Background: an optimization exercise with open tools, aiming at small area. Do not read the settings as production practice.
The RTL was checked by simulation tests, not by an equivalence proof against the original design.
Power figures rest on the tool's default switching activity, not on a simulated workload.

==> flow/design.v (excerpt) <==
module iq_top (
	input  logic                       clk,
	input  logic                       rst,
	input  logic                       flush,
	input  logic [32-1:0]           flush_pc,
	output logic [32-1:0]           icache_addr,
	input  logic                       icache_hit,
	input  logic [32-1:0]           icache_data,
	output logic                       icache_fill,
	output logic [32-1:0]           icache_fill_addr,
	output logic [32-1:0]           icache_fill_data,
	output logic                       mem_req,
	output logic [32-1:0]           mem_addr,
	input  logic                       mem_ok,
	input  logic [32-1:0]           mem_data,
	output logic [12-1:0] bht_index,
	input  logic                       bht_taken,
	input  logic                       rob_full,
	input  logic [3:0]                 rob_tail_tag,
	output logic                       rob_alloc,
	output logic [32-1:0]           rob_pc,
	output logic [32-1:0]           rob_inst,
	output logic [2:0]                 rob_class,
	output logic [4:0]                 rob_dest,
	output logic [32-1:0]           rob_target,
	output logic                       rob_pred_taken,
	input  logic                       rs_free,
	input  logic [2:0]                 rs_free_idx,
	output logic                       rs_alloc,
	output logic [2:0]                 rs_idx,
	output logic [32-1:0]           rs_inst,
	output logic [32-1:0]           rs_pc,
	output logic [32-1:0]           rs_imm,
	output logic [32-1:0]           rs_target,
	output logic [3:0]                 rs_tag,
	input  logic                       slb_full,
	output logic                       slb_alloc,
	output logic [32-1:0]           slb_inst,
	output logic [32-1:0]           slb_pc,
	output logic [32-1:0]           slb_imm,
	output logic [3:0]                 slb_tag,
	output logic                       rename_we,
	output logic [4:0]                 rename_rd,
	output logic [3:0]                 rename_tag
);
For scale: about 610 I/O pins.
export LEC_CHECK = 0
export CAP_MARGIN = 20
export CORE_MARGIN = 2
export CORE_UTILIZATION = 65
export CTS_BUF_LIST = sky130_fd_sc_hd__clkbuf_16
export CTS_CLUSTER_DIAMETER = 80
export CTS_CLUSTER_SIZE = 30
export SLEW_MARGIN = 20
create_clock -name core_clock -period 7.5 [get_ports {clk}]
standard.sh (not shown) runs the stock make flow with config.mk's settings and CLKGATE_MAP_FILE= SYNTH_SCRIPT=/design/flow/synth_recipe.tcl, a recipe that flattens the netlist after the stock synthesis.
==> flow/flow/run.sh <==
#!/bin/bash
# The standard layout, with every port buffered by the smallest buffer
# (sky130_fd_sc_hd__buf_1) instead of the one buffer_ports picks by itself
set -euo pipefail
bash standard.sh "BUFFER_PORTS_ARGS=-buffer_cell sky130_fd_sc_hd__buf_1" finish > make_finish.log 2>&1
The starting point passed the timing, DRC and antenna checks.
Then changed:
Settings changed: CORE_UTILIZATION 65 to 40, CTS_BUF_LIST sky130_fd_sc_hd__clkbuf_16 to unset, CTS_CLUSTER_DIAMETER 80 to unset, CTS_CLUSTER_SIZE 30 to unset.
The changed run produced a clean layout; critical path depth does not change; design area increases by 4.8%; global-route usage decreases by 16 points; non-clock buffer count decreases by 18; die area increases by 61%; hold slack degrades by 0.018 ns; clock skew decreases by 0.0080 ns; routed wire length increases by 4.8%; combinational power increases by about 2%.

Setup of raven:
Starting RTL as in the previous note.
clock: 7.5 ns
lec_check: 0
cap_margin: 20
core_margin: 2
core_utilization: 65
cts_buf_list: sky130_fd_sc_hd__clkbuf_8
cts_cluster_diameter: 50
cts_cluster_size: 16
slew_margin: 20
Scripts as last shown in full above: flow/flow/run.sh
Relative to raven, the following input files were edited for umber:
# raven
export LEC_CHECK = 0
export CAP_MARGIN = 20
export CORE_MARGIN = 2
export CORE_UTILIZATION = 65
export CTS_BUF_LIST = sky130_fd_sc_hd__clkbuf_8
export CTS_CLUSTER_DIAMETER = 50
export CTS_CLUSTER_SIZE = 16
export SLEW_MARGIN = 20
create_clock -name core_clock -period 7.5 [get_ports {clk}]
# umber
export LEC_CHECK = 0
export CAP_MARGIN = 5
export CORE_MARGIN = 2
export CORE_UTILIZATION = 65
export CTS_BUF_LIST = sky130_fd_sc_hd__clkbuf_16
export CTS_CLUSTER_DIAMETER = 80
export CTS_CLUSTER_SIZE = 30
export SLEW_MARGIN = 5
create_clock -name core_clock -period 7.5 [get_ports {clk}]
Results
raven was routed with more vias than umber. Against raven, umber comes in 0.024 higher on via-per-instance ratio. For clock transition at the registers of the reported paths, umber and raven come out practically identical. umber against raven: routed wire length per instance went up 0.34 microns; global-route usage went down; setup slack of the critical path after layout saw an increase. Delta (umber minus raven): share of the core filled with cells dropped 0.25 points, critical path data arrival time lost 0.11 ns. On mapped cell area, raven and umber are basically level. Relative to raven, umber improves final cell area excluding filler cells.

-- separate check: timing with driven ports --
In the flow no input, the clock included, has a driving cell. The finished layouts below were timed again as built, in two steps. Step 1 (the two cells are an assumption about what drives the block):
set clk [get_ports {clk}]
set_driving_cell -lib_cell sky130_fd_sc_hd__clkbuf_16 $clk
set_driving_cell -lib_cell sky130_fd_sc_hd__buf_2 [delete_from_list [all_inputs] $clk]
Step 2, shift: input delay + t, output delay - t, t = (earliest + latest rising clock arrival at the registers) / 2. This alone moves slack from input paths to output paths. a / b / c = ideal ports / drivers / drivers and shift; a / b = the first two.
run | shift t [ns] | setup slack, ns | worst hold slack (ns) | clock arrival spread, ns
the first run of note 1 | 0.702 | 0.241 / 0.178 / 0.367 | 0.525 / 0.525 / 0.525 | 0.043 / 0.042
the second run of note 1 | 0.680 | 0.224 / 0.159 / 0.218 | 0.507 / 0.507 / 0.507 | 0.036 / 0.036
raven | 0.786 | 0.144 / 0.086 / 0.402 | 0.516 / 0.516 / 0.516 | 0.071 / 0.072
umber | 0.702 | 0.254 / 0.190 / 0.387 | 0.516 / 0.516 / 0.516 | 0.044 / 0.044
After both steps every run listed still meets setup and hold. The setup slack of the second run of note 1, which loses most, moves by -0.065 ns with the drivers and by -0.006 ns with both steps.
